Context: an optimization exercise on an open-source flow, tuned for small area. The choices shown serve that exercise and are no tape-out recipe.
In this exercise RTL edits were held to simulation tests only and were not proved equivalent to the original.

## before
==> flow/design.v (excerpt) <==
module t2mi_pps_top #(
    parameter int ticks_per_second = 100_000
) (
    input  logic        clk_100mhz,
    input  logic        rst_n_sync,
    input  logic        t2mi_valid,
    input  logic [7:0]  t2mi_data,
    input  logic        t2mi_sync,
    input  logic        ext_pps_in,
    input  logic [26:0] cable_delay,
    input  logic [26:0] antenna_delay,
    output logic        pps_out,
    output logic [39:0] time_seconds,
    output logic [26:0] time_subseconds,
    output logic        time_valid,
    output logic        sync_locked,
    output logic        ext_pps_locked,
    output logic [1:0]  active_source,
    output logic [7:0]  parser_error_count,
    output logic        led_sync,
    output logic        led_pps,
    output logic        led_error,
    output logic        led_ext_pps
);
Size: roughly 890 cells after synthesis, roughly 150 I/O pins.
clock: 10.0 ns
lec_check: 0
cap_margin: 20
core_margin: 2
core_utilization: 40
cts_buf_list: sky130_fd_sc_hd__clkbuf_8
cts_cluster_size: 50
place_density: 0.5
slew_margin: 20
standard.sh (not shown) runs the stock make flow with config.mk's settings and CLKGATE_MAP_FILE= SYNTH_SCRIPT=/design/flow/synth_recipe.tcl, a recipe that flattens the netlist after the stock synthesis.
==> flow/flow/run.sh <==
#!/bin/bash
# Own layout flow:
#   1. the standard synthesis (standard.sh), unchanged;
#   2. its combinational logic re-mapped by ABC for area (the flip-flops, their
#      names and cell types are kept exactly as the standard synthesis made them);
#   3. the standard layout of that netlist, with the smallest buffer on ports.
# Each tool's full output goes to a log file in the work folder.
set -euo pipefail
W=$(pwd)
R=$W/orfs/results/$FLOW_PLATFORM/t2mi_pps_top/base
YOSYS=$FLOW_HOME/../tools/install/yosys/bin/yosys
command -v yosys >/dev/null 2>&1 && YOSYS=$(command -v yosys)
LIB=$FLOW_HOME/platforms/$FLOW_PLATFORM/lib/sky130_fd_sc_hd__tt_025C_1v80.lib

bash standard.sh synth > flow_synth.log 2>&1
cp $R/1_2_yosys.v $W/std_synth.v

DU=$(sed -n '/DONT_USE_CELLS/,/^$/p' $FLOW_HOME/platforms/$FLOW_PLATFORM/config.mk \
     | grep -o 'sky130_fd_sc_hd__[a-z0-9_]*' | sed 's/^/-dont_use /' | tr '\n' ' ')
sed -e "s|@LIB@|$LIB|g" -e "s|@DU@|$DU|g" -e "s|@IN@|$W/std_synth.v|g" \
    -e "s|@OUT@|$W/remap_synth.v|g" -e "s|@ABC@|$W/flow/area.abc|g" \
    -e "s|@TOP@|$FLOW_TOP|g" flow/remap.ys > remap.ys
$YOSYS -l flow_remap.log -q remap.ys > /dev/null 2>&1

cp $W/remap_synth.v $R/1_2_yosys.v
touch $R/1_2_yosys.v
rm -f $R/1_synth.odb $R/1_synth.sdc

export BUFFER_PORTS_ARGS="-buffer_cell sky130_fd_sc_hd__buf_1"
export SKIP_REPAIR_TIE_FANOUT=1
export CTS_ARGS="-sink_clustering_enable -repair_clock_nets -sink_clustering_size 50 -buf_list sky130_fd_sc_hd__clkbuf_8 -dont_use_dummy_load"
bash standard.sh finish > flow_layout.log 2>&1
==> flow/flow/area.abc <==
strash
balance
rewrite
refactor
balance
rewrite
rewrite -z
balance
refactor -z
rewrite -z
balance
dch -f
amap
topo
==> flow/flow/remap.ys <==
# Re-map the standard synthesis's combinational logic for area.
read_liberty -ignore_miss_func -ignore_miss_dir @LIB@
read_verilog @IN@
hierarchy -top @TOP@
# flip-flops and tie cells stay as they are
setattr -mod -set keep_hierarchy 1 sky130_fd_sc_hd__df* sky130_fd_sc_hd__edf* sky130_fd_sc_hd__conb_1
flatten
opt_clean
abc -liberty @LIB@ @DU@ -script @ABC@
opt_clean -purge
hilomap -singleton -hicell sky130_fd_sc_hd__conb_1 HI -locell sky130_fd_sc_hd__conb_1 LO
splitnets
opt_clean -purge
blackbox sky130_fd_sc_hd__*
tee -o @OUT@.stat stat -liberty @LIB@
write_verilog -noattr -nohex -nodec @OUT@
diff inputs: before => after
Settings: PLACE_DENSITY removed (was 0.5).
-- flow/flow/run.sh --
<<< before, line 2
# Own layout flow:
#   1. the standard synthesis (standard.sh), unchanged;
#   2. its combinational logic re-mapped by ABC for area (the flip-flops, their
#      names and cell types are kept exactly as the standard synthesis made them);
#   3. the standard layout of that netlist, with the smallest buffer on ports.
# Each tool's full output goes to a log file in the work folder.
set -euo pipefail
>>> after, line 2
# Own layout flow:
#   1. the standard synthesis (standard.sh synth), unchanged;
#   2. its combinational logic re-mapped by ABC for area (flow/remap.ys,
#      flow/area.abc); the flip-flops, their names and cell types stay exactly
#      as the standard synthesis made them;
#   3. the standard layout of that netlist (standard.sh finish), with the
#      smallest buffer (buf_1) on every port, one tie cell for the constant
#      outputs instead of one per output, and clock tree synthesis without
#      dummy load cells.
# Each tool's full output goes to a log file of its own in the work folder.
set -euo pipefail
-- flow/flow/area.abc --
<<< before, line 11
balance
dch -f
>>> after, line 11
balance
resub -K 6
rewrite
resub -K 6 -N 2
refactor
resub -K 8
balance
resub -K 8 -N 2
rewrite
resub -K 10
rewrite -z
resub -K 10 -N 2
balance
resub -K 12
refactor -z
resub -K 12 -N 2
rewrite -z
balance
dch -f
==> run summary <==
- [compare] base=before new=after: detailed-placement wirelength estimate went down; portion of the clock cycle consumed by the worst path in the final layout increased by 1.2 points relative to the old numbers; worst-case setup margin in the final layout now smaller; die outline height saw a decrease.
- For the synthesized cell area, after came in about 1.4% lower than before did.
- A critical-path cell with the highest stage delay of nor3b_2 is what after shows, while nor4_2 belongs to before.

==> what the ideal ports hide <==
In the flow no input, the clock included, has a driving cell. The finished layouts below were timed again as built, in two steps.
Step 1 assumes that a clkbuf_16 drives the clock port and a buf_2 every other input.
Step 2 moves the port delays by t, midway between the first and last clock arrival at a register: inputs arrive t later, outputs are due t later. That takes back most of the time a late clock gives input paths.
Three values: ideal ports, drivers, drivers and shift; two values: the first two.
run	shift t [ns]	slack for setup (ns)	worst setup path at the end	latest minus earliest clock arrival (ns)	worst data-port slew with drivers (ns)
before	0.488	0.993 / 1.004 / 0.516	input to register	0.035 / 0.036	0.06
after	0.475	0.872 / 0.890 / 0.415	input to register	0.031 / 0.031	0.04
After both steps every run listed still meets setup and hold. The setup slack of before, which loses most, moves by +0.011 ns with the drivers and by -0.477 ns with both steps.
